Source: an optimization exercise on an open RTL-to-GDS flow (aim: small area and a short achievable clock period). Production flows keep margins and buffers that such runs may drop. Where RTL was checked, it was by simulation tests only, not by an equivalence proof against the original. The RTL of runs 1, 2 and 4 to 6 was laid out without a check of its function. Power figures rest on the tool's default switching activity, not on a simulated workload.

--- design/flow/flow/run.sh ---
#!/bin/bash
# Standard layout, with two changes: the clock tree is built without dummy
# loads, and the port buffers are the smallest plain buffer (timing repair
# sizes them up where a path needs it).
set -euo pipefail
export CTS_ARGS="-sink_clustering_enable -repair_clock_nets -sink_clustering_size 30 -buf_list {sky130_fd_sc_hd__clkbuf_4 sky130_fd_sc_hd__clkbuf_8} -dont_use_dummy_load"
export BUFFER_PORTS_ARGS="-buffer_cell sky130_fd_sc_hd__buf_1"
bash standard.sh synth > synth.log 2>&1
bash standard.sh finish > layout.log 2>&1
--- design/flow/standard.sh ---
#!/bin/bash
# synth_recipe.tcl (not shown) runs the flow's synth.tcl, then flattens the netlist and writes it again
# the make line also repeats each setting of config.mk as NAME=value (left out here)
make -C /OpenROAD-flow-scripts/flow DESIGN_CONFIG=/design/flow/config.mk WORK_HOME=/design/flow/orfs CLKGATE_MAP_FILE= SYNTH_SCRIPT=/design/flow/synth_recipe.tcl "${@:-finish}"
--- design/flow/config.mk ---
export PLATFORM = sky130hd
export DESIGN_NAME = spm_top
export DESIGN_NICKNAME = spm_top
export VERILOG_FILES = /design/flow/design.v
export SDC_FILE = /design/flow/constraint.sdc
export NUM_CORES = 4
export LEC_CHECK = 0
export CAP_MARGIN = 20
export CORE_MARGIN = 2
export CORE_UTILIZATION = 60
export CTS_BUF_LIST = sky130_fd_sc_hd__clkbuf_4 sky130_fd_sc_hd__clkbuf_8
export CTS_CLUSTER_SIZE = 30
export SETUP_SLACK_MARGIN = 2.0
export SLEW_MARGIN = 20
--- design/flow/constraint.sdc ---
create_clock -name core_clock -period 4.5 [get_ports {clk}]
set_input_delay 0.9000 -clock core_clock [delete_from_list [all_inputs] [get_ports {clk}]]
set_output_delay 0.9000 -clock core_clock [all_outputs]
set_load 0.01 [all_outputs]
--- design/flow/design.v ---
`default_nettype none
package spm_pkg;
    parameter int SAMPLE_WIDTH_DEFAULT = 16;
    parameter int FIFO_DEPTH_DEFAULT = 16;
    parameter int INTERVAL_WIDTH = 32;
    parameter int TIMER_WIDTH = 32;
    parameter int SAMPLE_MAX_WIDTH = 32;
    function automatic logic [SAMPLE_MAX_WIDTH-1:0] end_marker(input integer width);
        end_marker = 32'd1 << (width - 1);
    endfunction
    function automatic logic [SAMPLE_MAX_WIDTH-1:0] most_negative(input integer width);
        most_negative = end_marker(width) + 32'd1;
    endfunction
    function automatic logic [SAMPLE_MAX_WIDTH-1:0] most_positive(input integer width);
        most_positive = end_marker(width) - 32'd1;
    endfunction
endpackage
`default_nettype wire
`default_nettype none
`timescale 1ns/10ps
module spm_top #(
    parameter int SAMPLE_WIDTH = spm_pkg::SAMPLE_WIDTH_DEFAULT,
    parameter int FIFO_DEPTH   = spm_pkg::FIFO_DEPTH_DEFAULT
) (
    input  logic                               clk,
    input  logic                               reset,
    input  logic                               enable,
    input  logic                               start,
    input  logic [spm_pkg::INTERVAL_WIDTH-1:0] interval,
    input  logic signed [SAMPLE_WIDTH-1:0]     data_in,
    input  logic                               data_in_valid,
    output logic                               data_in_ready,
    output logic signed [SAMPLE_WIDTH-1:0]     min_out,
    output logic signed [SAMPLE_WIDTH-1:0]     max_out,
    output logic                               min_out_valid,
    output logic                               max_out_valid,
    input  logic                               min_out_ready,
    input  logic                               max_out_ready,
    output logic [spm_pkg::TIMER_WIDTH-1:0]    timer,
    output logic                               busy,
    output logic                               done
);
    localparam int AW = $clog2(FIFO_DEPTH);
    localparam int IW = spm_pkg::INTERVAL_WIDTH;
    localparam int TW = spm_pkg::TIMER_WIDTH;
    localparam logic [SAMPLE_WIDTH-1:0] END_MARKER = {1'b1, {(SAMPLE_WIDTH-1){1'b0}}};
    function automatic logic [31:0] inc32(input logic [31:0] x);
        for (int i = 0; i < 32; i++) inc32[i] = x[i] ^ ((x & ((32'd1 << i) - 32'd1)) == ((32'd1 << i) - 32'd1));
    endfunction
    function automatic logic [31:0] dec32(input logic [31:0] x);
        for (int i = 0; i < 32; i++) dec32[i] = x[i] ^ ((x & ((32'd1 << i) - 32'd1)) == 32'd0);
    endfunction
    localparam int SLOTS = FIFO_DEPTH - 1;
    logic signed [SAMPLE_WIDTH-1:0] mn [SLOTS];
    logic signed [SAMPLE_WIDTH-1:0] mx [SLOTS];
    logic [AW:0]   cnt_mn, cnt_mx;
    logic [AW-1:0] occ_mn, occ_mx;
    logic [IW-1:0] iq;       
    logic          n1;       
    logic [IW-1:0] rem;      
    logic [IW-1:0] base;     
    logic          have;     
    logic          last;     
    logic ready_int, accept, marker, smp, shift, push, pop_mn, pop_mx;
    logic wr0_mn, wr0_mx, start_run, head_mn, head_mx;
    logic signed [SAMPLE_WIDTH-1:0] push_mn, push_mx, rd_mn, rd_mx;
    logic lt_mn, gt_mx;
    spm_lt #(.W(SAMPLE_WIDTH)) i_lt_mn (.a(data_in), .b(mn[0]),   .lt(lt_mn));
    spm_lt #(.W(SAMPLE_WIDTH)) i_gt_mx (.a(mx[0]),   .b(data_in), .lt(gt_mx));
    assign ready_int     = busy && !cnt_mn[AW] && !cnt_mx[AW];
    assign data_in_ready = enable && ready_int;
    assign accept        = data_in_valid && data_in_ready;
    assign marker        = (data_in == END_MARKER);
    assign smp           = accept && !marker;
    assign shift         = smp && !have;
    assign push          = accept && (marker ? have : last);
    assign wr0_mn        = smp && (!have || lt_mn);
    assign wr0_mx        = smp && (!have || gt_mx);
    assign start_run     = enable && !busy && start;
    assign base          = have ? rem : iq;
    assign pop_mn        = min_out_valid && min_out_ready;
    assign pop_mx        = max_out_valid && max_out_ready;
    assign head_mn       = push && (cnt_mn == '0 || (cnt_mn == (AW+1)'(1) && pop_mn));
    assign head_mx       = push && (cnt_mx == '0 || (cnt_mx == (AW+1)'(1) && pop_mx));
    assign push_mn       = wr0_mn ? data_in : mn[0];
    assign push_mx       = wr0_mx ? data_in : mx[0];
    always_comb begin
        rd_mn = '0;
        rd_mx = '0;
        for (int i = 0; i < SLOTS; i++) begin
            rd_mn = rd_mn | (mn[i] & {SAMPLE_WIDTH{occ_mn == AW'(i + 2)}});
            rd_mx = rd_mx | (mx[i] & {SAMPLE_WIDTH{occ_mx == AW'(i + 2)}});
        end
    end
    always_ff @(posedge clk) begin
        if (shift) begin
            for (int i = 1; i < SLOTS; i++) begin
                mn[i] <= mn[i-1];
                mx[i] <= mx[i-1];
            end
        end
        if (wr0_mn) mn[0] <= data_in;
        if (wr0_mx) mx[0] <= data_in;
        if (head_mn)     min_out <= push_mn;
        else if (pop_mn) min_out <= rd_mn;
        if (head_mx)     max_out <= push_mx;
        else if (pop_mx) max_out <= rd_mx;
    end
    always_ff @(posedge clk) begin
        if (enable && !busy) begin
            iq   <= interval;
            n1   <= (interval == IW'(1));
            last <= (interval == IW'(1));
        end else if (accept) begin
            last <= (smp && !last) ? (base == IW'(2)) : n1;
        end
        if (smp && !last) begin
            rem <= dec32(base);
        end
    end
    always_ff @(posedge clk or posedge reset) begin
        if (reset) begin
            cnt_mn        <= '0;
            cnt_mx        <= '0;
            occ_mn        <= '0;
            occ_mx        <= '0;
            min_out_valid <= 1'b0;
            max_out_valid <= 1'b0;
            have          <= 1'b0;
        end else begin
            case ({push, pop_mn})
                2'b10:   begin cnt_mn <= cnt_mn + 1'b1; min_out_valid <= 1'b1; end
                2'b01:   begin cnt_mn <= cnt_mn - 1'b1; min_out_valid <= (cnt_mn != (AW+1)'(1)); end
                default: ;
            endcase
            case ({push, pop_mx})
                2'b10:   begin cnt_mx <= cnt_mx + 1'b1; max_out_valid <= 1'b1; end
                2'b01:   begin cnt_mx <= cnt_mx - 1'b1; max_out_valid <= (cnt_mx != (AW+1)'(1)); end
                default: ;
            endcase
            case ({shift, pop_mn})
                2'b10:   occ_mn <= occ_mn + 1'b1;
                2'b01:   occ_mn <= occ_mn - 1'b1;
                default: ;
            endcase
            case ({shift, pop_mx})
                2'b10:   occ_mx <= occ_mx + 1'b1;
                2'b01:   occ_mx <= occ_mx - 1'b1;
                default: ;
            endcase
            if (accept) have <= smp && !last;
        end
    end
    always_ff @(posedge clk or posedge reset) begin
        if (reset) begin
            busy  <= 1'b0;
            done  <= 1'b0;
            timer <= '0;
        end else if (enable) begin
            if (start_run) begin
                busy  <= 1'b1;
                done  <= 1'b0;
                timer <= '0;
            end else if (busy) begin
                timer <= inc32(timer);
                if (accept && marker) begin
                    busy <= 1'b0;
                    done <= 1'b1;
                end
            end
        end
    end
endmodule
`default_nettype wire
`default_nettype none
module spm_lt #(
    parameter int W = 16
) (
    input  logic [W-1:0] a,
    input  logic [W-1:0] b,
    output logic         lt
);
    localparam int L = $clog2(W);
    localparam int P = 1 << L;
    logic [P-1:0] g [L+1];
    logic [P-1:0] e [L+1];
    always_comb begin
        g[0] = '0;
        e[0] = '1;
        for (int i = 0; i < W; i++) begin
            if (i == W - 1) g[0][i] = a[i] & ~b[i];
            else            g[0][i] = ~a[i] & b[i];
            e[0][i] = ~(a[i] ^ b[i]);
        end
        for (int l = 1; l <= L; l++) begin
            g[l] = '0;
            e[l] = '0;
            for (int i = 0; i < (P >> l); i++) begin
                g[l][i] = g[l-1][2*i+1] | (e[l-1][2*i+1] & g[l-1][2*i]);
                e[l][i] = e[l-1][2*i+1] & e[l-1][2*i];
            end
        end
        lt = g[L][0];
    end
endmodule
`default_nettype wire
==> results of run 1 <==
[cells in the final DEF, fill, tap and decap left out, types with 12 or more instances in the layout]
cell type and count:
edfxtp_1 546, a222oi_1 31, nor2_1 61, nor2_4 12, inv_1 56, a221oi_1 12
xnor2_1 30, buf_12 17, mux2_4 20, ha_1 50, nor3_1 36, a22o_1 23
nand3_1 45, o21ai_0 37, xor2_1 32, mux2i_1 68, a31oi_1 12, a21oi_1 40
nand4_1 33, clkbuf_8 99, a22oi_1 109, dfrtp_1 46, o21a_1 14, buf_4 99
and3_1 20, nand2_1 60, buf_1 108, dfxtp_1 22, buf_6 23, nor4_1 13
[report_power, final]
part           leakage (nW)  switching, W  total, W  internal, W
Sequential             5.97      0.000802   0.00848      0.00768
Clock                 0.712       0.00201   0.00394      0.00193
Combinational          4.09       0.00365   0.00617      0.00252
[layer usage]
layer | vias to the layer above | part of all wire [%] | track usage (%)
met3 | 121 | 10 | 6.88
li1 | 7539 | - | -
met4 | 2 | 2.4 | 9.55
met2 | 962 | 45 | 44.0
met5 | - | 0.015 | 0
met1 | 8660 | 43 | 45.5
[sequential cells by signal, indices dropped and copies added (netlist names), 4 cells and up]
register and flops:
mn 240, mx 240, iq 32, rem 32, timer 32, max_out 16
min_out 16, cnt_mn 5, cnt_mx 5, occ_mn 4, occ_mx 4
[cell type report]
type / count / area, um^2 / area share, %
sequential: 633 / 18500 / 59.7
multi-input combinational: 996 / 8110 / 26.2
timing repair buffer: 271 / 2010 / 6.51
clock buffer: 99 / 1360 / 4.41
tap: 585 / 732 / 2.37
inverter: 62 / 236 / 0.765
antenna: 1 / 2.50 / 0.00810
[worst paths after layout]
| check | start | to | slack [ns] | cells after the start |
|---|---|---|---|---|
| worst min register to register | mx[3][2]$_DFFE_PP_ | mx[4][2]$_DFFE_PP_ | 0.42 | 0 |
| worst max-delay path | cnt_mx[4]$_DFFE_PP0P_ | occ_mx[3]$_DFFE_PP0P_ | 1.78 | 11 |
| worst min-delay path | reset | min_out_valid$_DFFE_PP0P_ | 0.40 | 3 |
| max in group asynchronous | reset | have$_DFFE_PP0P_ | 3.52 | 3 |
| min in group core_clock | mx[3][2]$_DFFE_PP_ | mx[4][2]$_DFFE_PP_ | 0.42 | 0 |
| worst max register to register | cnt_mx[4]$_DFFE_PP0P_ | occ_mx[3]$_DFFE_PP0P_ | 1.78 | 11 |
[kinds of logic (layout without fill, tap and decap cells)]
| group | after synthesis | count (layout) | synth area share, % |
|---|---|---|---|
| flops | 633 | 633 | 70.3 |
| simple gates | 423 | 424 | 8.79 |
| compound gates | 348 | 348 | 9.84 |
| buf+inv | 137 | 432 | 2.05 |
| mux | 100 | 100 | 3.95 |
| xor+xnor | 65 | 65 | 2.17 |
| fa+ha+maj | 59 | 59 | 2.88 |
| other cells | 0 | 1 | 0 |
[what timing repair did]
item	4_1_cts	5_1_grt
pin swaps	31	23
gates resized for setup	100	84
endpoints found under the setup margin	594	93
hold buffers	0	0
gates cloned	1	2
setup buffers	59	33
[worst max-delay path, cell delays in order (launching register included)]
cell and delay [ns]:
dfrtp_1 0.43, nor4bb_1 0.31, buf_4 0.20, nand2_4 0.06, or3_4 0.39, ha_1 0.25, ha_1 0.28, a21o_1 0.20
a21oi_2 0.17, xnor2_1 0.13, nor2_1 0.07, xor2_1 0.14
[per-stage QoR]
step | total power [W] | worst slack (ns) | area (um^2) | cells | utilization, %
after CTS | 0.0183 | 1.80 | 30300 | 2611 | 70.3
after detailed placement | 0.0138 | 0.872 | 28000 | 2452 | 64.9
after global placement | 0.0137 | 0.934 | 28000 | 2452 | 64.9
after global routing | 0.0194 | 1.67 | 30900 | 2647 | 71.7
final | 0.0186 | 1.78 | 30900 | 2647 | 71.7
after floorplan | 0.0118 | -4.20 | 26600 | 1765 | -
==> results.py, run 1 <==
metrics = {
    "critical_path": {
        "crit_required_ns": 5.07,
        "cp-start-kind": "register",
        "cp.arrival_ns": 3.29,
        "cp_max_fo": 4,
        "path_class": "register to register",
        "end_kind": "register",
    },
    "sta": {
        "period_needed_ns": 2.72,
        "holdWs_ns": 0.404,
        "setup_viol": 0,
        "fin_crit_sh_pct": 60.5,
        "rsz0062_at_grt": "yes",
        "skew_ns": 0.0447,
        "timing.final.max_slew_violations": 0,
        "tightest_slew_ns": 0.879,
        "finalSetupTns_ns": 0,
        "hold_viol": 0,
        "achievable-frequency_mhz": 367,
        "slew-limit-headroom_pct": 41.3,
    },
    "floorplan": {
        "start_util_pct": 60.8,
        "rows": 76,
        "die_h_um": 213,
        "io_pins": 124,
        "coreArea_um2": 43100,
        "die_area_um2": 45300,
        "chipWidth_um": 213,
    },
    "yosys": {
        "seq_area_frac_synth_pct": 70.3,
        "synth_top_area_share_pct": 62.6,
        "synthTopCellsByCount": "edfxtp_1 (546), a22oi_1 (109), nor2_1 (80), mux2i_1 (74), nand2_1 (67)",
        "synth_edf_count": 546,
        "yosys_warnings": 8,
        "synth.net_count": 1879,
        "ys_ff_latch": 633,
        "synth_top_flop_cell": "edfxtp_1",
        "synth.largest_area_cell": "edfxtp_1",
        "synth.cell_area_um2": 26200,
        "syn_area_per_cell_um2": 14.8,
        "async_reset_ff_share_pct": 8.69,
        "synth_cells": 1765,
        "synthTopCellsByArea": "edfxtp_1 (63%), dfrtp_1 (5.3%), a22oi_1 (3.1%), mux2i_1 (2.8%), ha_1 (2.7%)",
        "ys_types": 78,
        "synth_most_common_cell": "edfxtp_1",
    },
    "layout": {
        "nets": 2177,
        "drive_above_1_share_pct": 21.3,
        "syn_to_final_growth_pct": 18.0,
        "nFillCells": 2873,
    },
    "placed_design": {
        "port_buffers": 123,
        "place_hpwl_mm": 43.9,
        "gp_congestion": 0.885,
    },
    "routing": {
        "drtAntennaViolNets": 0,
        "dr.first_iter.drc_count": 2376,
        "drc": 0,
        "wl_per_cell_um": 25.9,
        "drt_pre_antenna_iters": 5,
        "wl_mm": 68.6,
        "vias": 17300,
        "viasPerCell": 6.53,
    },
    "cts": {
        "cts.path.max_buffers": 3,
        "cts_tree": "built",
        "cts_sinks": 633,
        "clockRootBuffer": "clkbuf_8",
        "htree_levels": 3,
        "insertion_delay_ns": 0.70,
        "cts.clk_slew.worst_paths_ns": 0.06,
        "cts_buffers": 99,
    },
    "global_route": {
        "globalRouteTotalUtil_pct": 30.2,
        "grt_pass1_wl_mm": 101,
        "overflow": 0,
        "grt_start_max_net_pins": 84,
        "grt_pass1_vias": 16800,
        "antenna_found_initial": 2,
    },
    "status": {
        "status": "complete, no violations",
    },
    "worst_hold_path": {
        "hp-class": "input pin to asynchronous set/reset pin",
    },
    "power": {
        "power_density_nw_per_um2": 602,
        "ir_drop_mv": 0.326,
        "leakagePower_nw": 10.8,
    },
    "job": {
        "maxCapViolations": 0,
    },
}
==> run 2, diff against run 1 <==
==> design/flow/flow/run.sh (replaced) <==
#!/bin/bash
# Standard layout, with two changes: the clock tree is built without dummy
# loads, and the port buffers are the smallest plain buffer (timing repair
# sizes them up where a path needs it).
set -euo pipefail
export CTS_ARGS="-sink_clustering_enable -repair_clock_nets -sink_clustering_size 16 -sink_clustering_max_diameter 60 -buf_list {sky130_fd_sc_hd__clkbuf_8 sky130_fd_sc_hd__clkbuf_16} -dont_use_dummy_load"
export BUFFER_PORTS_ARGS="-buffer_cell sky130_fd_sc_hd__buf_1"
bash standard.sh synth > synth.log 2>&1
bash standard.sh finish > layout.log 2>&1
==> run 2 against run 1 <==
Still clean. Flip-flop and latch count stayed put. Via count decreased by 1.6%. Fmax up 1.5%. Register-to-register slack improved by 0.04 ns. Clock power shrank 4%. Routed wire length shrank 1.6%. Critical endpoint is now rem[24]$_DFFE_PP_. Largest cell class unchanged. Largest power group unchanged.
==> results.py, run 2 <==
metrics = {
    "status": {
        "status": "complete, no violations",
    },
    "global_route": {
        "grt_pass1_vias": 16300,
        "grt_pass1_wl_mm": 99.3,
        "overflow": 0,
        "antenna_found_initial": 2,
        "globalRouteTotalUtil_pct": 29.7,
        "grt_start_max_net_pins": 84,
    },
    "routing": {
        "drc": 0,
        "vias": 17000,
        "dr.first_iter.drc_count": 2235,
        "drt_pre_antenna_iters": 6,
        "wl_mm": 67.6,
        "viasPerCell": 6.60,
        "drtAntennaViolNets": 0,
        "wl_per_cell_um": 26.2,
    },
    "power": {
        "ir_drop_mv": 0.335,
        "leakagePower_nw": 10.5,
        "power_density_nw_per_um2": 600,
    },
    "yosys": {
        "synth-adder-area-share_pct": 2.88,
        "synth-xor-area-share_pct": 2.17,
        "synthMuxAreaShare_pct": 3.95,
        "synthTopCellsByCount": "edfxtp_1 (546), a22oi_1 (109), nor2_1 (80), mux2i_1 (74), nand2_1 (67)",
        "yosys_warnings": 8,
        "synth.net_count": 1879,
        "seq_area_frac_synth_pct": 70.3,
        "synth_cells": 1765,
        "ys_types": 78,
        "synth.largest_area_cell": "edfxtp_1",
        "synth_top_flop_cell": "edfxtp_1",
        "synth_compound_area_share_pct": 9.84,
        "synth.cell_area_um2": 26200,
        "synth_top_area_share_pct": 62.6,
        "synth_most_common_cell": "edfxtp_1",
        "syn_area_per_cell_um2": 14.8,
        "synthSimpleGateAreaFrac_pct": 8.79,
        "synth_top_family_by_area": "compound AO/OA/AOI/OAI gates",
        "synthTopCellsByArea": "edfxtp_1 (63%), dfrtp_1 (5.3%), a22oi_1 (3.1%), mux2i_1 (2.8%), ha_1 (2.7%)",
        "ys_ff_latch": 633,
        "synth_edf_count": 546,
        "async_reset_ff_share_pct": 8.69,
    },
    "layout": {
        "instances_no_fill": 2580,
        "nFillCells": 2891,
        "mostFrequentLayoutCell": "edfxtp_1",
        "final_cell_mix": "edfxtp_1 (546), a22oi_1 (109), buf_1 (105), buf_4 (98), mux2i_1 (69)",
        "nets": 2110,
        "drive_above_1_share_pct": 19.1,
        "seq_area_um2": 18400,
        "largest_registers": "mn (240), mx (240)",
        "syn_to_final_growth_pct": 16.9,
        "multi_input_area_um2": 8150,
    },
    "sta": {
        "achievable-frequency_mhz": 373,
        "timing.final.max_slew_violations": 0,
        "hold_viol": 0,
        "setup_viol": 0,
        "post-route-worst-setup-slack_ns": 1.82,
        "period_needed_ns": 2.68,
        "rsz0062_at_grt": "yes",
        "fin_crit_sh_pct": 59.6,
        "tightest_slew_ns": 0.863,
        "slew-limit-headroom_pct": 42.3,
        "skew_ns": 0.0342,
    },
    "critical_path": {
        "timing.rr.end": "rem[24]$_DFFE_PP_",
        "crit_required_ns": 4.82,
        "end_kind": "register",
        "cp.arrival_ns": 3.01,
        "cp_max_fo": 5,
        "r2r.worst_path.cells": 10,
        "r2r_slack_ns": 1.82,
        "cp-start-kind": "register",
        "path_class": "register to register",
        "rr_startpoint": "have$_DFFE_PP0P_",
    },
    "cts": {
        "cts.path.max_buffers": 3,
        "htree_levels": 2,
        "insertion_delay_ns": 0.60,
        "cts.clk_slew.worst_paths_ns": 0.07,
        "cts_tree": "built",
        "cts_sinks": 633,
        "cts_buffers": 48,
        "clockRootBuffer": "clkbuf_16",
    },
    "worst_hold_path": {
        "hp-class": "register to register",
        "hold_end": "mn[2][6]$_DFFE_PP_",
        "min_path_cells": 0,
        "hold_start": "mn[1][6]$_DFFE_PP_",
    },
    "floorplan": {
        "chipWidth_um": 213,
        "die_h_um": 213,
        "start_util_pct": 60.8,
        "coreArea_um2": 43100,
        "io_pins": 124,
        "die_area_um2": 45300,
        "rows": 76,
    },
    "placed_design": {
        "pre_cts_ws_ns": 0.872,
        "place_hpwl_mm": 43.9,
        "placed_cells_incl_taps": 2452,
        "port_buffers": 123,
        "gp_congestion": 0.885,
    },
    "job": {
        "maxCapViolations": 0,
    },
}
run 2: cell counts after synthesis:
No cell type changed its count.
run 2: metrics by stage:
stage                     instance area [um^2]  total power [W]  TNS [ns]  utilization (%)  hold WS, ns
after global routing                     30600           0.0191         0             71.1        0.451
after CTS                                30100           0.0181         0             69.9        0.431
after global placement                   28000           0.0137         0             64.9        0.425
after detailed placement                 28000           0.0138         0             64.9        0.432
final                                    30600           0.0184         0             71.1        0.429
after floorplan                          26600           0.0118  -1881.51                -        0.417
run 2: what timing repair did:
action	in CTS	in global routing
resized for setup	107	85
hold buffers	0	0
endpoints found under the setup margin	604	72
pin swaps	33	30
setup buffers	58	19
gates cloned	1	1
run 2: worst max-delay path by stage:
stage | slack (ns) | endpoint | startpoint
after global placement | 0.93 | min_out[11]$_DFFE_PP_ | data_in[7]
after global routing | 1.71 | rem[22]$_DFFE_PP_ | have$_DFFE_PP0P_
after CTS | 1.80 | rem[26]$_DFFE_PP_ | have$_DFFE_PP0P_
after detailed placement | 0.87 | min_out[7]$_DFFE_PP_ | data_in[2]
after floorplan | -4.20 | mn[10][0]$_DFFE_PP_ | data_in[2]
final | 1.82 | rem[24]$_DFFE_PP_ | have$_DFFE_PP0P_
run 2: kinds of logic (layout without fill, tap and decap cells):
group                    Yosys count  after routing
adder cells (fa/ha/maj)           59             59
multiplexers                     100            100
buffers and inverters            137            366
XOR/XNOR                          65             65
other                              0              1
AND/OR/NAND/NOR                  423            423
flip-flops                       633            633
AO/OA/AOI/OAI                    348            348
run 2: layout make-up:
class	count	share of cell area, %
repair buffers	256	6.01
multi-input cells	995	26.6
diodes	1	0.00817
flip-flops and latches	633	60.3
inverters	62	0.773
well taps	585	2.39
clock buffers	48	3.92
run 2: critical path, stage by stage (launching register included):
cell and delay (ns):
dfrtp_4 0.49, buf_12 0.15, mux2i_4 0.16, ha_2 0.20, or4b_4 0.51, o2bb2a_4 0.24
nand4_4 0.10, buf_4 0.18, nor3_2 0.16, xnor2_1 0.14, mux2i_1 0.09
run 2: power breakdown:
part	switching (W)	internal (W)	leakage, nW	total (W)
Sequential	0.000831	0.00767	5.97	0.00850
Combinational	0.00361	0.00247	3.97	0.00608
Clock	0.00190	0.00188	0.592	0.00378
run 2: per-layer routing:
metal  vias to the layer above  share of wire [%]  wire length, um  global-route usage [%]
li1                       7405                  -                -                       -
met2                       890                 44            29900                    43.1
met5                         -              0.015               10                       0
met3                       122                 10             6890                    6.27
met4                         2                3.0             2050                    10.4
met1                      8597                 43            28700                    44.8
==> run 3, diff against run 2 <==
--- a/design/flow/design.v
+++ b/design/flow/design.v
@@ -50,9 +50,8 @@
     function automatic logic [31:0] dec32(input logic [31:0] x);
         for (int i = 0; i < 32; i++) dec32[i] = x[i] ^ ((x & ((32'd1 << i) - 32'd1)) == 32'd0);
     endfunction
-    localparam int SLOTS = FIFO_DEPTH - 1;
-    logic signed [SAMPLE_WIDTH-1:0] mn [SLOTS];
-    logic signed [SAMPLE_WIDTH-1:0] mx [SLOTS];
+    logic signed [SAMPLE_WIDTH-1:0] mn [FIFO_DEPTH];
+    logic signed [SAMPLE_WIDTH-1:0] mx [FIFO_DEPTH];
     logic [AW:0]   cnt_mn, cnt_mx;
     logic [AW-1:0] occ_mn, occ_mx;
     logic [IW-1:0] iq;       
@@ -87,14 +86,14 @@
     always_comb begin
         rd_mn = '0;
         rd_mx = '0;
-        for (int i = 0; i < SLOTS; i++) begin
+        for (int i = 0; i < FIFO_DEPTH; i++) begin
             rd_mn = rd_mn | (mn[i] & {SAMPLE_WIDTH{occ_mn == AW'(i + 2)}});
             rd_mx = rd_mx | (mx[i] & {SAMPLE_WIDTH{occ_mx == AW'(i + 2)}});
         end
     end
     always_ff @(posedge clk) begin
         if (shift) begin
-            for (int i = 1; i < SLOTS; i++) begin
+            for (int i = 1; i < FIFO_DEPTH; i++) begin
                 mn[i] <= mn[i-1];
                 mx[i] <= mx[i-1];
             end
==> design/flow/run.sh (new file) <==
#!/bin/bash
# synth_recipe.tcl (not shown) runs the flow's synth.tcl, then flattens the netlist and writes it again
# the make line also repeats each setting of config.mk as NAME=value (left out here)
make -C /OpenROAD-flow-scripts/flow DESIGN_CONFIG=/design/flow/config.mk WORK_HOME=/design/flow/orfs CLKGATE_MAP_FILE= SYNTH_SCRIPT=/design/flow/synth_recipe.tcl finish
removed: design/flow/flow/run.sh
removed: design/flow/standard.sh
==> run 3 against run 2 <==
Still clean. Setup slack better by 0.11 ns. Non-clock buffer count increased by 17. Synthesized cell count rose by 5.2%. Critical endpoint is now min_out[14]$_DFFE_PP_.
==> results.py, run 3 <==
metrics = {
    "layout": {
        "final_area_um2": 34000,
        "nFillCells": 2888,
        "diodes": 0,
        "largest_registers": "mn (256), mx (256)",
        "mostFrequentLayoutCell": "edfxtp_1",
        "final_cell_mix": "edfxtp_1 (578), nand2_1 (122), clkbuf_8 (117), buf_4 (92), nor2_1 (70)",
        "syn_to_final_growth_pct": 22.5,
        "nets": 2250,
        "drive_above_1_share_pct": 25.2,
    },
    "placed_design": {
        "dpl_cell_area_um2": 30000,
        "port_buffers": 123,
        "place_hpwl_mm": 39.0,
        "gp_congestion": 0.826,
    },
    "critical_path": {
        "crit_cells": 9,
        "end_kind": "register",
        "timing.rr.end": "min_out[14]$_DFFE_PP_",
        "cp_top_family": "buffers and inverters",
        "path_class": "input pin to register",
        "crit_required_ns": 4.94,
        "cp-start-kind": "input pin",
        "endpoint": "min_out[14]$_DFFE_PP_",
        "cp_max_fo": 8,
        "max_stage_delay_ns": 0.33,
        "r2r_slack_ns": 1.99,
        "crit_chain": "clkdlybuf4s15_2 > nor4_4 > buf_4 > nand4_1 > nand3_2 > a31oi_4 > buf_12 > mux2_4 > mux2_2",
        "slowest_stage": "a31oi_4",
        "cp-startpoint": "data_in[8]",
        "cp.arrival_ns": 3.01,
        "r2r.worst_path.cells": 8,
        "crit_buf_inv": 3,
        "rr_startpoint": "cnt_mx[4]$_DFFE_PP0P_",
    },
    "yosys": {
        "synthTopCellsByArea": "edfxtp_1 (63%), dfrtp_1 (5.0%), ha_1 (2.8%), mux2_2 (2.5%), mux2i_1 (2.3%)",
        "synth_top_area_share_pct": 62.6,
        "synthTopCellsByCount": "edfxtp_1 (578), nand2_1 (124), nor2_1 (73), mux2i_1 (65)",
        "ys_ff_latch": 665,
        "synth_edf_count": 578,
        "syn_area_per_cell_um2": 14.9,
        "synth.cell_area_um2": 27700,
        "yosys_warnings": 8,
        "seq_area_frac_synth_pct": 69.9,
        "synth.net_count": 1973,
        "synth_cells": 1857,
        "synth.largest_area_cell": "edfxtp_1",
        "async_reset_ff_share_pct": 8.27,
        "synth_most_common_cell": "edfxtp_1",
        "ys_types": 70,
        "synth_top_flop_cell": "edfxtp_1",
    },
    "status": {
        "status": "complete, no violations",
    },
    "routing": {
        "vias": 17900,
        "drt_pre_antenna_iters": 9,
        "drc": 0,
        "wl_per_cell_um": 24.9,
        "drtAntennaViolNets": 0,
        "viasPerCell": 6.38,
        "wl_mm": 70.0,
        "dr.first_iter.drc_count": 2096,
    },
    "sta": {
        "skew_ns": 0.0258,
        "hold_viol": 0,
        "slew-limit-headroom_pct": 32.6,
        "fin_crit_sh_pct": 57.2,
        "timing.final.max_slew_violations": 0,
        "rsz0062_at_grt": "yes",
        "period_needed_ns": 2.57,
        "tightest_slew_ns": 1.01,
        "achievable-frequency_mhz": 389,
        "setup_viol": 0,
    },
    "cts": {
        "htree_levels": 3,
        "cts_buffers": 105,
        "cts_sinks": 665,
        "ctsHoldBuffers": 0,
        "cts.path.max_buffers": 3,
        "insertion_delay_ns": 0.71,
        "cts_tree": "built",
        "clockRootBuffer": "clkbuf_8",
        "cts.clk_slew.worst_paths_ns": 0.06,
    },
    "global_route": {
        "antenna_found_initial": 4,
        "grt_pass1_vias": 17600,
        "overflow": 0,
        "grt_start_max_net_pins": 65,
        "grt_pass1_wl_mm": 103,
        "globalRouteTotalUtil_pct": 28.6,
    },
    "floorplan": {
        "rows": 78,
        "coreArea_um2": 45500,
        "start_util_pct": 61.0,
        "die_area_um2": 47900,
        "die_h_um": 219,
        "io_pins": 124,
        "chipWidth_um": 219,
    },
    "worst_hold_path": {
        "hp-class": "register to register",
    },
    "power": {
        "leakagePower_nw": 12.2,
        "ir_drop_mv": 0.389,
        "p_total_w": 0.0218,
        "power_density_nw_per_um2": 643,
    },
    "job": {
        "maxCapViolations": 0,
    },
}
==> run 3: cell count changes after synthesis, sizes merged, moves of 24 or more <==
cell / delta
nor3: -24
mux2: +35
edfxtp: +32
a22oi: -47
nand2: +57
buf: +36
==> run 3: area by class of cell <==
| class | count | area [um^2] | share of cell area [%] |
|---|---|---|---|
| Clock inverter | 30 | 138 | 0.405 |
| Inverter | 56 | 230 | 0.678 |
| Multi-Input combinational cell | 1033 | 8560 | 25.2 |
| Clock buffer | 158 | 1920 | 5.65 |
| Timing Repair Buffer | 273 | 2940 | 8.67 |
| Sequential cell | 665 | 19400 | 57.2 |
| Tap cell | 600 | 751 | 2.21 |
==> run 3: worst min path at each step <==
| stage | cells after the start | endpoint | start |
|---|---|---|---|
| floorplan | 0 | mx[1][7]$_DFFE_PP_ | mx[0][7]$_DFF_P_ |
| global placement | 0 | mn[8][8]$_DFFE_PP_ | mn[7][8]$_DFFE_PP_ |
| detailed placement | 0 | mn[4][5]$_DFFE_PP_ | mn[3][5]$_DFFE_PP_ |
| CTS | 0 | mx[7][5]$_DFFE_PP_ | mx[6][5]$_DFFE_PP_ |
| global route | 0 | mn[5][10]$_DFFE_PP_ | mn[4][10]$_DFFE_PP_ |
| finish | 0 | mx[8][6]$_DFFE_PP_ | mx[7][6]$_DFFE_PP_ |
==> run 3: worst register-to-register path: stages (launching register included) <==
cell	delay, ns
dfrtp_1	0.38
and4bb_2	0.34
buf_6	0.11
buf_4	0.11
nand3_2	0.23
a31oi_4	0.33
buf_12	0.19
mux2_4	0.31
mux2_2	0.27
==> run 3: stage by stage <==
stage          cells  setup WS, ns  utilization [%]  hold WS, ns  setup TNS, ns
6_report        2815          1.93             74.7        0.434              0
5_1_grt         2815          1.90             74.7        0.438              0
4_1_cts         2779          1.92             72.9        0.439              0
3_5_place_dp    2517         0.407             66.0        0.429              0
3_3_place_gp    2517         0.538             66.0        0.424              0
2_1_floorplan   1857         -4.66                -        0.408       -2237.96
==> run 3: logic make-up (layout without fill, tap and decap cells) <==
group,after synthesis,count (layout),synth area share [%]
buffers and inverters,160,517,2.34
AOI/OAI and AO/OA,388,388,10.3
and+or+nand+nor,381,382,6.90
adders and majority gates,61,61,2.75
DFF,665,665,69.9
muxes,138,138,5.80
xor gates and xnor gates,64,64,2.02
==> run 3: power by group <==
group	switching, W	internal [W]	total, W
combinational	0.00423	0.00358	0.00781
clock	0.00236	0.00271	0.00506
sequential	0.000909	0.00806	0.00897
total	0.00750	0.0144	0.0218
==> run 3: layer usage <==
metal	vias up	share of wire (%)	global-route usage (%)	routed length (um)
met3	100	9.0	6.20	6330
li1	7896	-	-	-
met2	884	46	42.7	32400
met4	6	1.8	8.00	1270
met1	9061	43	42.7	30000
met5	-	0.049	0	34
==> run 3: what timing repair did <==
action / 4_1_cts / 5_1_grt
endpoints found under the setup margin: 708 / 369
pin swaps: 17 / 41
cloned: 9 / 5
resized for setup: 238 / 119
buffers inserted: 65 / 31
==> run 4, diff against run 3 <==
--- a/design/flow/design.v
+++ b/design/flow/design.v
@@ -50,10 +50,18 @@
     function automatic logic [31:0] dec32(input logic [31:0] x);
         for (int i = 0; i < 32; i++) dec32[i] = x[i] ^ ((x & ((32'd1 << i) - 32'd1)) == 32'd0);
     endfunction
-    logic signed [SAMPLE_WIDTH-1:0] mn [FIFO_DEPTH];
-    logic signed [SAMPLE_WIDTH-1:0] mx [FIFO_DEPTH];
+    localparam int SLOTS = FIFO_DEPTH - 1;
+    logic signed [SAMPLE_WIDTH-1:0] mn [SLOTS];
+    logic signed [SAMPLE_WIDTH-1:0] mx [SLOTS];
+    localparam int JW = FIFO_DEPTH / 2;
     logic [AW:0]   cnt_mn, cnt_mx;
-    logic [AW-1:0] occ_mn, occ_mx;
+    logic [JW-1:0] occ_mn, occ_mx;
+    function automatic logic jstate(input logic [JW-1:0] j, input int k);
+        if (k == 0)       jstate = !j[JW-1] && !j[0];
+        else if (k < JW)  jstate = j[k-1] && !j[k];
+        else if (k == JW) jstate = j[JW-1] && j[0];
+        else              jstate = !j[k-JW-1] && j[k-JW];
+    endfunction
     logic [IW-1:0] iq;       
     logic          n1;       
     logic [IW-1:0] rem;      
@@ -86,14 +94,14 @@
     always_comb begin
         rd_mn = '0;
         rd_mx = '0;
-        for (int i = 0; i < FIFO_DEPTH; i++) begin
-            rd_mn = rd_mn | (mn[i] & {SAMPLE_WIDTH{occ_mn == AW'(i + 2)}});
-            rd_mx = rd_mx | (mx[i] & {SAMPLE_WIDTH{occ_mx == AW'(i + 2)}});
+        for (int i = 0; i < SLOTS; i++) begin
+            rd_mn = rd_mn | (mn[i] & {SAMPLE_WIDTH{jstate(occ_mn, (i + 2) % FIFO_DEPTH)}});
+            rd_mx = rd_mx | (mx[i] & {SAMPLE_WIDTH{jstate(occ_mx, (i + 2) % FIFO_DEPTH)}});
         end
     end
     always_ff @(posedge clk) begin
         if (shift) begin
-            for (int i = 1; i < FIFO_DEPTH; i++) begin
+            for (int i = 1; i < SLOTS; i++) begin
                 mn[i] <= mn[i-1];
                 mx[i] <= mx[i-1];
             end
@@ -128,23 +136,23 @@
             have          <= 1'b0;
         end else begin
             case ({push, pop_mn})
-                2'b10:   begin cnt_mn <= cnt_mn + 1'b1; min_out_valid <= 1'b1; end
-                2'b01:   begin cnt_mn <= cnt_mn - 1'b1; min_out_valid <= (cnt_mn != (AW+1)'(1)); end
+                2'b10:   begin cnt_mn <= inc32(32'(cnt_mn)); min_out_valid <= 1'b1; end
+                2'b01:   begin cnt_mn <= dec32(32'(cnt_mn)); min_out_valid <= (cnt_mn != (AW+1)'(1)); end
                 default: ;
             endcase
             case ({push, pop_mx})
-                2'b10:   begin cnt_mx <= cnt_mx + 1'b1; max_out_valid <= 1'b1; end
-                2'b01:   begin cnt_mx <= cnt_mx - 1'b1; max_out_valid <= (cnt_mx != (AW+1)'(1)); end
+                2'b10:   begin cnt_mx <= inc32(32'(cnt_mx)); max_out_valid <= 1'b1; end
+                2'b01:   begin cnt_mx <= dec32(32'(cnt_mx)); max_out_valid <= (cnt_mx != (AW+1)'(1)); end
                 default: ;
             endcase
             case ({shift, pop_mn})
-                2'b10:   occ_mn <= occ_mn + 1'b1;
-                2'b01:   occ_mn <= occ_mn - 1'b1;
+                2'b10:   occ_mn <= {occ_mn[JW-2:0], !occ_mn[JW-1]};
+                2'b01:   occ_mn <= {!occ_mn[0], occ_mn[JW-1:1]};
                 default: ;
             endcase
             case ({shift, pop_mx})
-                2'b10:   occ_mx <= occ_mx + 1'b1;
-                2'b01:   occ_mx <= occ_mx - 1'b1;
+                2'b10:   occ_mx <= {occ_mx[JW-2:0], !occ_mx[JW-1]};
+                2'b01:   occ_mx <= {!occ_mx[0], occ_mx[JW-1:1]};
                 default: ;
             endcase
             if (accept) have <= smp && !last;
==> design/flow/flow/run.sh (new file) <==
#!/bin/bash
# Standard layout, with two changes: the clock tree is built without dummy
# loads, and the port buffers are the smallest plain buffer (timing repair
# sizes them up where a path needs it).
set -euo pipefail
export CTS_ARGS="-sink_clustering_enable -repair_clock_nets -sink_clustering_size 30 -buf_list {sky130_fd_sc_hd__clkbuf_4 sky130_fd_sc_hd__clkbuf_8} -dont_use_dummy_load"
export BUFFER_PORTS_ARGS="-buffer_cell sky130_fd_sc_hd__buf_1"
bash standard.sh synth > synth.log 2>&1
bash standard.sh finish > layout.log 2>&1
==> design/flow/standard.sh (new file) <==
#!/bin/bash
# synth_recipe.tcl (not shown) runs the flow's synth.tcl, then flattens the netlist and writes it again
# the make line also repeats each setting of config.mk as NAME=value (left out here)
make -C /OpenROAD-flow-scripts/flow DESIGN_CONFIG=/design/flow/config.mk WORK_HOME=/design/flow/orfs CLKGATE_MAP_FILE= SYNTH_SCRIPT=/design/flow/synth_recipe.tcl "${@:-finish}"
removed: design/flow/run.sh
==> run 4 against run 3 <==
Die area fell by 5.3%. Highest routed layer is now met4. Critical endpoint is now cnt_mx[4]$_DFFE_PP0P_. Synthesized cell count fell by 2.3%. Critical path depth rose by 2. Setup slack got worse by 0.13 ns. Count of clock-buffer cells in the layout fell by 55. Routed wire length rose by 3.1%. Largest power group unchanged. Via count fell by 0.16%. Cell count fell by 4.3%. Still clean on timing, DRC and antenna.
==> results.py, run 4 <==
metrics = {
    "layout": {
        "fin_util_pct": 72.5,
        "final_cell_mix": "edfxtp_1 (546), a22oi_1 (146), buf_1 (108), buf_4 (104), clkbuf_8 (103)",
        "mostFrequentLayoutCell": "edfxtp_1",
        "final_area_um2": 31200,
        "nets": 2211,
        "syn_to_final_growth_pct": 19.1,
        "largest_registers": "mn (240), mx (240)",
        "drive_above_1_share_pct": 21.0,
    },
    "critical_path": {
        "cp.arrival_ns": 3.28,
        "cp_max_fo": 4,
        "crit_required_ns": 5.08,
        "slowest_stage": "or4b_4",
        "crit_chain": "buf_4 > buf_6 > nor4b_4 > and4_4 > mux2i_2 > or2_4 > ha_4 > or4b_4 > mux2_4 > nor2_4 > xor2_1",
        "end_kind": "register",
        "path_class": "input pin to register",
        "crit_buf_inv": 2,
        "cp_top_family": "simple AND/OR/NAND/NOR gates",
        "cp-start-kind": "input pin",
        "max_stage_delay_ns": 0.46,
    },
    "routing": {
        "dr.first_iter.drc_count": 2172,
        "drtAntennaViolNets": 0,
        "wl_per_cell_um": 26.8,
        "drt_pre_antenna_iters": 7,
        "vias": 17900,
        "viasPerCell": 6.65,
        "wl_mm": 72.2,
        "drc": 0,
    },
    "floorplan": {
        "die_h_um": 213,
        "chipWidth_um": 213,
        "start_util_pct": 60.9,
        "io_pins": 124,
        "die_area_um2": 45400,
        "rows": 76,
        "coreArea_um2": 43100,
    },
    "sta": {
        "hold_viol": 0,
        "setup_viol": 0,
        "period_needed_ns": 2.71,
        "timing.final.max_slew_violations": 0,
        "tightest_slew_ns": 0.916,
        "skew_ns": 0.0651,
        "holdWs_ns": 0.318,
        "rsz0062_at_grt": "yes",
        "fin_crit_sh_pct": 60.1,
        "achievable-frequency_mhz": 370,
        "post-route-worst-setup-slack_ns": 1.79,
        "slew-limit-headroom_pct": 38.7,
    },
    "placed_design": {
        "port_buffers": 123,
        "gp_congestion": 0.948,
        "dpl_cell_area_um2": 27900,
        "pre_cts_ws_ns": 0.506,
        "place_hpwl_mm": 45.5,
    },
    "global_route": {
        "globalRouteTotalUtil_pct": 32.0,
        "grt_pass1_wl_mm": 106,
        "grt_pass1_vias": 17400,
        "antenna_found_initial": 1,
        "overflow": 0,
        "grt_start_max_net_pins": 81,
    },
    "yosys": {
        "synth_cells": 1814,
        "synth.net_count": 1914,
        "synth_top_family_by_area": "compound AO/OA/AOI/OAI gates",
        "synthSimpleGateAreaFrac_pct": 7.99,
        "synth-xor-area-share_pct": 2.00,
        "synthTopCellsByArea": "edfxtp_1 (62%), dfrtp_1 (6.0%), a22oi_1 (4.4%), dfxtp_1 (2.4%), ha_1 (2.1%)",
        "ys_ff_latch": 641,
        "syn_area_per_cell_um2": 14.5,
        "synth_edf_count": 546,
        "synthTopCellsByCount": "edfxtp_1 (546), a22oi_1 (155), nand2_1 (94), nor2_1 (91), o21ai_0 (80)",
        "yosys_warnings": 8,
        "synth_top_area_share_pct": 62.5,
        "synth_top_flop_cell": "edfxtp_1",
        "synthMuxAreaShare_pct": 2.12,
        "synth_compound_area_share_pct": 12.5,
        "ys_types": 69,
        "synth.cell_area_um2": 26200,
        "synth-adder-area-share_pct": 2.15,
        "seq_area_frac_synth_pct": 70.9,
        "synth.largest_area_cell": "edfxtp_1",
        "async_reset_ff_share_pct": 9.83,
        "synth_most_common_cell": "edfxtp_1",
    },
    "cts": {
        "cts_buffers": 103,
        "htree_levels": 3,
        "cts_tree": "built",
        "cts.path.max_buffers": 3,
        "clockRootBuffer": "clkbuf_8",
        "insertion_delay_ns": 0.71,
        "cts.clk_slew.worst_paths_ns": 0.06,
        "cts_sinks": 641,
    },
    "power": {
        "p_total_w": 0.0185,
        "power_density_nw_per_um2": 593,
        "leakagePower_nw": 10.8,
        "ir_drop_mv": 0.284,
    },
    "status": {
        "status": "complete, no violations",
    },
    "job": {
        "maxCapViolations": 0,
    },
    "worst_hold_path": {
        "hp-class": "input pin to asynchronous set/reset pin",
    },
}
[run 4: cell count changes after synthesis, sizes merged, moves of 16 or more]
cell,delta
a22oi,+93
mux2,-56
buf,-33
edfxtp,-32
nand2,-30
nor3,+26
a21oi,-25
nand3,-19
nor4,+19
nor2,+18
o21ai,+17
ha,-16
[run 4: final cells by class]
| type | count | area, um^2 |
|---|---|---|
| Antenna cell | 1 | 2.50 |
| Timing Repair Buffer | 273 | 2170 |
| Inverter | 73 | 297 |
| Sequential cell | 641 | 18700 |
| Tap cell | 585 | 732 |
| Multi-Input combinational cell | 1019 | 7970 |
| Fill cell | 2898 | 11800 |
| Clock buffer | 103 | 1420 |
[run 4: metal layers]
layer / wire [um] / track usage, % / vias up
met5: 0 / 0 / -
met4: 2630 / 12.1 / 0
met3: 7420 / 7.35 / 174
met2: 32600 / 47.9 / 1064
met1: 29600 / 45.9 / 8961
li1: - / - / 7719
[run 4: final timing paths]
kind                                            start  depth (start not counted)  slack, ns                    end
worst max-delay path                       data_in[1]                         11       1.79  cnt_mx[4]$_DFFE_PP0P_
worst min-delay path                            reset                          2       0.32  occ_mn[5]$_DFFE_PP0P_
worst max register to register  occ_mx[7]$_DFFE_PP0P_                          7       1.95   max_out[0]$_DFFE_PP_
worst min register to register   mn[11][15]$_DFFE_PP_                          0       0.41   mn[12][15]$_DFFE_PP_
max in group asynchronous                       reset                          3       3.22       busy$_DFFE_PP0P_
min in group core_clock          mn[11][15]$_DFFE_PP_                          0       0.41   mn[12][15]$_DFFE_PP_
[run 4: kinds of logic after synthesis]
logic type,Yosys count
muxes,55
buffers and inverters,156
and+or+nand+nor,411
DFF,641
xor gates and xnor gates,60
AOI/OAI and AO/OA,446
adders and majority gates,45
[run 4: stage by stage]
stage                     setup TNS (ns)  cells
final                                  0   2695
after global routing                   0   2695
after CTS                              0   2666
after detailed placement               0   2526
after global placement                 0   2526
after floorplan                 -1872.82   1814
[run 4: report_power, final]
| group | internal [W] | leakage, nW | switching (W) | total, W |
|---|---|---|---|---|
| sequential | 0.00770 | 6.04 | 0.000990 | 0.00869 |
| clock | 0.00201 | 0.741 | 0.00205 | 0.00406 |
| combinational | 0.00221 | 3.99 | 0.00356 | 0.00577 |
[run 4: what timing repair did]
| action | CTS | global route |
|---|---|---|
| endpoints found under the setup margin | 598 | 349 |
| hold endpoints to repair | 0 | 0 |
| gates resized for setup | 175 | 125 |
| buffers inserted | 30 | 26 |
| hold buffers | 0 | 0 |
| pin swaps | 24 | 25 |
| gates cloned | 7 | 2 |
[run 4: worst reg2reg max path, stage by stage, from the launching register on]
cell	delay (ns)
dfrtp_2	0.60
inv_4	0.25
nor2_1	0.14
buf_4	0.23
a222oi_1	0.40
a21boi_0	0.27
nand4_1	0.16
mux2_2	0.28
==> run 5, diff against run 4 <==
--- a/design/flow/design.v
+++ b/design/flow/design.v
@@ -74,7 +74,10 @@
     logic lt_mn, gt_mx;
     spm_lt #(.W(SAMPLE_WIDTH)) i_lt_mn (.a(data_in), .b(mn[0]),   .lt(lt_mn));
     spm_lt #(.W(SAMPLE_WIDTH)) i_gt_mx (.a(mx[0]),   .b(data_in), .lt(gt_mx));
-    assign ready_int     = busy && !cnt_mn[AW] && !cnt_mx[AW];
+    logic ready_next;
+    assign ready_next    = (start_run || (busy && !(accept && marker)))
+                        && !((cnt_mn[AW] || (cnt_mn == (AW+1)'(FIFO_DEPTH - 1) && push)) && !pop_mn)
+                        && !((cnt_mx[AW] || (cnt_mx == (AW+1)'(FIFO_DEPTH - 1) && push)) && !pop_mx);
     assign data_in_ready = enable && ready_int;
     assign accept        = data_in_valid && data_in_ready;
     assign marker        = (data_in == END_MARKER);
@@ -134,7 +137,9 @@
             min_out_valid <= 1'b0;
             max_out_valid <= 1'b0;
             have          <= 1'b0;
+            ready_int     <= 1'b0;
         end else begin
+            ready_int <= ready_next;
             case ({push, pop_mn})
                 2'b10:   begin cnt_mn <= inc32(32'(cnt_mn)); min_out_valid <= 1'b1; end
                 2'b01:   begin cnt_mn <= dec32(32'(cnt_mn)); min_out_valid <= (cnt_mn != (AW+1)'(1)); end
==> design/flow/flow/run.sh (replaced) <==
#!/bin/bash
# Standard layout, with two changes: the clock tree is built without dummy
# loads, and the port buffers are the smallest plain buffer (timing repair
# sizes them up where a path needs it).
set -euo pipefail
export CTS_ARGS="-sink_clustering_enable -repair_clock_nets -sink_clustering_size 16 -sink_clustering_max_diameter 60 -buf_list {sky130_fd_sc_hd__clkbuf_8 sky130_fd_sc_hd__clkbuf_16} -sink_clustering_buffer sky130_fd_sc_hd__clkbuf_8 -root_buf sky130_fd_sc_hd__clkbuf_16 -dont_use_dummy_load"
export BUFFER_PORTS_ARGS="-buffer_cell sky130_fd_sc_hd__buf_1"
bash standard.sh synth > synth.log 2>&1
bash standard.sh finish > layout.log 2>&1
==> run 5 against run 4 <==
Routed wire length rose by 1.1%. Register-to-register slack improved by 0.02 ns. Clock skew rose by 0.0049 ns.
==> results.py, run 5 <==
metrics = {
    "status": {
        "status": "complete, no violations",
    },
    "layout": {
        "nets": 2224,
        "syn_to_final_growth_pct": 14.4,
        "seq_area_um2": 18700,
        "mostFrequentLayoutCell": "edfxtp_1",
        "largest_registers": "mn (240), mx (240)",
        "instances_no_fill": 2716,
        "drive_above_1_share_pct": 18.0,
        "nFillCells": 3096,
        "final_cell_mix": "edfxtp_1 (546), a22oi_1 (110), buf_1 (107), buf_4 (99), o21ai_0 (94)",
        "multi_input_area_um2": 8550,
    },
    "cts": {
        "cts_sinks": 642,
        "cts.path.max_buffers": 3,
        "clockRootBuffer": "clkbuf_16",
        "insertion_delay_ns": 0.60,
        "cts.clk_slew.worst_paths_ns": 0.10,
        "cts_buffers": 48,
        "cts_tree": "built",
        "htree_levels": 2,
        "ctsHoldBuffers": 0,
    },
    "routing": {
        "vias": 18000,
        "viasPerCell": 6.64,
        "dr.first_iter.drc_count": 2362,
        "drt_pre_antenna_iters": 6,
        "drc": 0,
        "wl_mm": 73.0,
        "drtAntennaViolNets": 0,
        "wl_per_cell_um": 26.9,
    },
    "critical_path": {
        "cp-start-kind": "register",
        "timing.rr.end": "min_out[2]$_DFFE_PP_",
        "crit_required_ns": 4.88,
        "cp_max_fo": 12,
        "r2r.worst_path.cells": 6,
        "path_class": "register to register",
        "r2r_slack_ns": 1.97,
        "end_kind": "register",
        "cp.arrival_ns": 2.91,
        "rr_startpoint": "cnt_mn[1]$_DFFE_PP0P_",
    },
    "sta": {
        "hold_viol": 0,
        "slew-limit-headroom_pct": 33.8,
        "skew_ns": 0.0700,
        "timing.final.max_slew_violations": 0,
        "rsz0062_at_grt": "yes",
        "fin_crit_sh_pct": 56.3,
        "finalSetupTns_ns": 0,
        "period_needed_ns": 2.53,
        "tightest_slew_ns": 0.990,
        "setup_viol": 0,
        "achievable-frequency_mhz": 395,
    },
    "yosys": {
        "async_reset_ff_share_pct": 9.97,
        "ys_ff_latch": 642,
        "syn_area_per_cell_um2": 14.0,
        "synth.net_count": 2016,
        "yosys_warnings": 8,
        "synthTopCellsByCount": "edfxtp_1 (546), a22oi_1 (110), o21ai_0 (105), nand2_1 (99), inv_1 (80)",
        "synth_compound_area_share_pct": 12.5,
        "synth.largest_area_cell": "edfxtp_1",
        "synth_top_area_share_pct": 60.9,
        "synthMuxAreaShare_pct": 2.73,
        "synthTopCellsByArea": "edfxtp_1 (61%), dfrtp_1 (6.0%), a22oi_1 (3.1%), dfxtp_1 (2.4%), mux2i_1 (2.3%)",
        "synth_cells": 1916,
        "synth_edf_count": 546,
        "synth-adder-area-share_pct": 2.09,
        "ys_types": 72,
        "seq_area_frac_synth_pct": 69.3,
        "synthSimpleGateAreaFrac_pct": 9.01,
        "synth_top_flop_cell": "edfxtp_1",
        "synth_most_common_cell": "edfxtp_1",
        "synth_top_family_by_area": "compound AO/OA/AOI/OAI gates",
        "synth-xor-area-share_pct": 1.82,
        "synth.cell_area_um2": 26900,
    },
    "worst_hold_path": {
        "hold_start": "mn[9][13]$_DFFE_PP_",
        "hold_end": "mn[10][13]$_DFFE_PP_",
        "min_path_cells": 0,
        "hp-class": "register to register",
    },
    "floorplan": {
        "start_util_pct": 60.8,
        "die_h_um": 216,
        "coreArea_um2": 44200,
        "rows": 77,
        "chipWidth_um": 216,
        "io_pins": 124,
        "die_area_um2": 46600,
    },
    "placed_design": {
        "place_hpwl_mm": 48.3,
        "placed_cells_incl_taps": 2603,
        "port_buffers": 123,
        "gp_congestion": 0.926,
    },
    "global_route": {
        "grt_pass1_vias": 17100,
        "grt_pass1_wl_mm": 106,
        "globalRouteTotalUtil_pct": 30.6,
        "grt_start_max_net_pins": 132,
        "grt-busiest-layer": "met2",
        "overflow": 0,
        "antenna_found_initial": 5,
        "grtUsageMet3_pct": 7.13,
        "use_met2_pct": 45.5,
        "grtUsageMet1_pct": 44.9,
    },
    "job": {
        "maxCapViolations": 0,
    },
    "power": {
        "ir_drop_mv": 0.293,
        "power_density_nw_per_um2": 582,
        "leakagePower_nw": 10.5,
    },
}
## run 5: critical path, stage by stage, from the launching register on
cell and delay [ns]:
dfrtp_2 0.42, or4_4 0.58, buf_12 0.16, or4_4 0.63, a31oi_1 0.30, a21oi_4 0.08
a211oi_2 0.21
## run 5: area by class of cell
class,count,area share [%]
multi-input combinational,1101,27.8
tap,592,2.41
sequential,642,60.7
inverter,84,1.13
clock buffer,48,2.33
timing repair buffer,247,5.63
antenna,2,0.0163
## run 5: how the worst max path moves through the flow
stage / startpoint / endpoint / slack, ns / cells after the start
detailed placement: data_in[13] / max_out[15]$_DFFE_PP_ / 0.75 / 7
finish: cnt_mn[1]$_DFFE_PP0P_ / min_out[2]$_DFFE_PP_ / 1.97 / 6
global route: have$_DFFE_PP0P_ / rem[28]$_DFFE_PP_ / 1.81 / 9
global placement: data_in[13] / max_out[15]$_DFFE_PP_ / 0.78 / 7
CTS: have$_DFFE_PP0P_ / rem[28]$_DFFE_PP_ / 2.00 / 9
floorplan: data_in[2] / mn[10][0]$_DFFE_PP_ / -4.28 / 6
## run 5: cell families after synthesis
logic type                 after synthesis
AOI/OAI and AO/OA                      471
adders and majority gates               45
muxes                                   72
xor gates and xnor gates                56
DFF                                    642
buffers and inverters                  176
and+or+nand+nor                        454
## run 5: layer usage
layer | vias to the layer above | wire [um]
met4 | 10 | 2210
li1 | 7861 | -
met2 | 1017 | 32900
met5 | - | 90
met3 | 146 | 8090
met1 | 8991 | 29600
## run 5: power by group
group / switching (W) / internal [W]
sequential: 0.00107 / 0.00780
clock: 0.00181 / 0.00107
combinational: 0.00372 / 0.00245
## run 5: timing repair
item                                   4_1_cts  5_1_grt
pin swaps                                   13       25
cloned                                       3        3
setup endpoints to repair                  600      159
endpoints found under the hold margin        0        0
resized for setup                          104       94
buffers inserted                            33       24
## run 5: metrics by stage
stage | setup WS (ns) | total power, W | util (%) | area [um^2] | hold WS, ns
5_1_grt | 1.81 | 0.0187 | 69.6 | 30800 | 0.426
2_1_floorplan | -4.28 | 0.0122 | - | 27500 | 0.418
6_report | 1.97 | 0.0179 | 69.6 | 30800 | 0.399
3_3_place_gp | 0.777 | 0.0142 | 64.9 | 28700 | 0.420
4_1_cts | 2.00 | 0.0174 | 68.2 | 30100 | 0.406
3_5_place_dp | 0.751 | 0.0143 | 65.0 | 28700 | 0.426
==> run 6, diff against run 5 <==
--- a/design/flow/config.mk
+++ b/design/flow/config.mk
@@ -10,5 +10,5 @@
 export CORE_UTILIZATION = 60
 export CTS_BUF_LIST = sky130_fd_sc_hd__clkbuf_4 sky130_fd_sc_hd__clkbuf_8
 export CTS_CLUSTER_SIZE = 30
-export SETUP_SLACK_MARGIN = 2.0
+export SETUP_SLACK_MARGIN = 2.3
 export SLEW_MARGIN = 20
==> run 6 against run 5 <==
Sequential power increased by 0.7%. First-iteration DRC count decreased by 13%. Clock power increased by 1%. Utilization increased by 4.3 points. Synthesized cell count unchanged. Cell count increased by 2.7%. Count of clock-buffer cells in the layout increased by 1. Via count increased by 2.7%. Flip-flop and latch count unchanged. Total power increased by 4.2%. Fmax about the same. Routed wire length increased by 2.1%. Highest routed layer is now met4.
==> results.py, run 6 <==
metrics = {
    "yosys": {
        "ys_ff_latch": 642,
        "synth_cells": 1916,
        "synth.largest_area_cell": "edfxtp_1",
        "syn_area_per_cell_um2": 14.0,
        "synthMuxAreaShare_pct": 2.73,
        "synth_most_common_cell": "edfxtp_1",
        "synthTopCellsByArea": "edfxtp_1 (61%), dfrtp_1 (6.0%), a22oi_1 (3.1%), dfxtp_1 (2.4%), mux2i_1 (2.3%)",
        "synthSimpleGateAreaFrac_pct": 9.01,
        "synth-xor-area-share_pct": 1.82,
        "synth_top_family_by_area": "compound AO/OA/AOI/OAI gates",
        "synth-adder-area-share_pct": 2.09,
        "synth.net_count": 2016,
        "synth_edf_count": 546,
        "synthTopCellsByCount": "edfxtp_1 (546), a22oi_1 (110), o21ai_0 (105), nand2_1 (99), inv_1 (80)",
        "synth_top_flop_cell": "edfxtp_1",
        "synth_compound_area_share_pct": 12.5,
        "synth.cell_area_um2": 26900,
        "seq_area_frac_synth_pct": 69.3,
        "synth_top_area_share_pct": 60.9,
        "async_reset_ff_share_pct": 9.97,
        "yosys_warnings": 8,
        "ys_types": 72,
    },
    "power": {
        "ir_drop_mv": 0.291,
        "power_density_nw_per_um2": 571,
        "leakagePower_nw": 11.2,
    },
    "placed_design": {
        "place_hpwl_mm": 45.8,
        "port_buffers": 123,
        "gp_congestion": 0.872,
    },
    "sta": {
        "achievable-frequency_mhz": 394,
        "skew_ns": 0.0374,
        "finalSetupTns_ns": 0,
        "period_needed_ns": 2.54,
        "setup_viol": 0,
        "slew-limit-headroom_pct": 40.9,
        "holdWs_ns": 0.429,
        "timing.final.max_slew_violations": 0,
        "tightest_slew_ns": 0.885,
        "rsz0062_at_grt": "yes",
        "fin_crit_sh_pct": 56.4,
        "hold_viol": 0,
    },
    "cts": {
        "cts_sinks": 642,
        "htree_levels": 2,
        "insertion_delay_ns": 0.59,
        "cts_tree": "built",
        "cts.path.max_buffers": 3,
        "clockRootBuffer": "clkbuf_16",
        "cts_buffers": 49,
        "cts.clk_slew.worst_paths_ns": 0.09,
    },
    "floorplan": {
        "io_pins": 124,
        "start_util_pct": 60.8,
        "coreArea_um2": 44200,
        "die_h_um": 216,
        "rows": 77,
        "die_area_um2": 46600,
        "chipWidth_um": 216,
    },
    "critical_path": {
        "cp.arrival_ns": 2.86,
        "path_class": "input pin to register",
        "cp-start-kind": "input pin",
        "crit_required_ns": 4.82,
        "rr_startpoint": "cnt_mn[1]$_DFFE_PP0P_",
        "r2r.worst_path.cells": 6,
        "cp_max_fo": 6,
        "timing.rr.end": "min_out[15]$_DFFE_PP_",
        "end_kind": "register",
        "r2r_slack_ns": 2.01,
    },
    "layout": {
        "syn_to_final_growth_pct": 21.4,
        "drive_above_1_share_pct": 25.3,
        "largest_registers": "mn (240), mx (240)",
        "diodes": 0,
        "final_cell_mix": "edfxtp_1 (546), buf_4 (126), a22oi_1 (110), buf_1 (105), nand2_1 (80)",
        "nets": 2299,
        "mostFrequentLayoutCell": "edfxtp_1",
    },
    "worst_hold_path": {
        "hold_end": "mn[14][6]$_DFFE_PP_",
        "hp-class": "register to register",
        "hold_start": "mn[13][6]$_DFFE_PP_",
        "min_path_cells": 0,
    },
    "global_route": {
        "grt_pass1_wl_mm": 109,
        "overflow": 0,
        "antenna_found_initial": 0,
        "grt_start_max_net_pins": 40,
        "globalRouteTotalUtil_pct": 31.1,
        "grt_pass1_vias": 17800,
    },
    "routing": {
        "drc": 0,
        "wl_per_cell_um": 26.7,
        "drtAntennaViolNets": 0,
        "wl_mm": 74.5,
        "dr.first_iter.drc_count": 2050,
        "viasPerCell": 6.63,
        "vias": 18500,
        "drt_pre_antenna_iters": 6,
    },
    "job": {
        "maxCapViolations": 0,
    },
    "status": {
        "status": "complete, no violations",
    },
}
run 6: cell type report:
class / count / area [um^2]
inverters: 84 / 375
well taps: 592 / 741
repair buffers: 320 / 2900
flip-flops and latches: 642 / 18700
multi-input cells: 1101 / 9220
repair inverters: 1 / 7.51
clock buffers: 49 / 731
fillers: 2819 / 11500
run 6: per-stage QoR:
stage	std cells	power (W)	instance area [um^2]	setup WS [ns]	utilization, %
floorplan	1916	0.0123	27700	-4.27	-
global placement	2595	0.0141	28800	0.798	65.2
detailed placement	2595	0.0142	28800	0.779	65.2
CTS	2729	0.0179	31400	2.02	71.0
global route	2789	0.0194	32700	1.92	73.9
finish	2789	0.0187	32700	1.96	73.9
run 6: metal layers:
metal | up-vias | global-route usage, % | wire length, um
met2 | 1031 | 47.2 | 34100
met4 | 0 | 9.08 | 2040
met5 | - | 0 | 0
met3 | 145 | 5.34 | 7800
li1 | 8028 | - | -
met1 | 9299 | 46.8 | 30500
run 6: logic make-up (layout without fill, tap and decap cells):
| group | count (synthesis) | after routing |
|---|---|---|
| xor gates and xnor gates | 56 | 56 |
| AOI/OAI and AO/OA | 471 | 471 |
| adders and majority gates | 45 | 45 |
| DFF | 642 | 642 |
| buffers and inverters | 176 | 454 |
| muxes | 72 | 72 |
| and+or+nand+nor | 454 | 457 |
run 6: worst max-delay path, cell delays in order:
cell,delay (ns)
buf_12,0.12
buf_6,0.11
ha_4,0.22
a21o_1,0.15
a21o_1,0.16
a211oi_2,0.30
o22ai_4,0.15
buf_12,0.17
mux2_4,0.30
mux2_4,0.25
run 6: worst max path at each step:
stage,to,start
3_5_place_dp,min_out[12]$_DFFE_PP_,data_in[13]
3_3_place_gp,min_out[10]$_DFFE_PP_,data_in[13]
6_report,max_out[15]$_DFFE_PP_,data_in[13]
4_1_cts,min_out[9]$_DFFE_PP_,cnt_mn[1]$_DFFE_PP0P_
5_1_grt,min_out[9]$_DFFE_PP_,data_in[7]
2_1_floorplan,mn[10][0]$_DFFE_PP_,data_in[2]
run 6: what timing repair did:
item / 4_1_cts / 5_1_grt
buffers inserted: 71 / 51
endpoints found under the setup margin: 649 / 523
hold buffers: 0 / 0
pin swaps: 53 / 53
endpoints found under the hold margin: 0 / 0
resized for setup: 251 / 145
cloned: 14 / 9
run 6: power by group:
part	total [W]	internal [W]	leakage [nW]	switching (W)
clock	0.00291	0.00109	0.378	0.00183
sequential	0.00894	0.00782	6.04	0.00113
combinational	0.00682	0.00292	4.82	0.00390
total	0.0187	0.0118	11.2	0.00686

-- re-timing with driven ports --
No port has a modelled driver above. Below, the same layouts with a new extraction and two added sets of constraints.
Step 1: set_driving_cell puts a clkbuf_16 on clk and a buf_2 on each other input, an assumption about the parent block.
Step 2 also shifts input and output timing later by t, the mid clock arrival at the registers, as if the neighbouring blocks saw the same clock.
a / b / c = ideal / step 1 / step 2; a / b = the first two.
run | t (ns) | slack for setup (ns) | worst data-port slew with drivers (ns)
run 1 | 0.729 | 1.777 / 1.749 / 1.157 | 0.12
run 2 | 0.643 | 1.818 / 1.818 / 1.268 | 0.10
run 3 | 0.752 | 1.927 / 1.897 / 1.146 | 0.11
run 4 | 0.732 | 1.794 / 1.831 / 1.099 | 0.06
run 5 | 0.623 | 1.965 / 1.965 / 1.400 | 0.09
run 6 | 0.627 | 1.964 / 1.974 / 1.346 | 0.09
After both steps setup and hold are still met in every run listed. For run 3, which loses most, drivers alone change the setup slack by -0.030 ns; drivers and shift together by -0.781 ns.
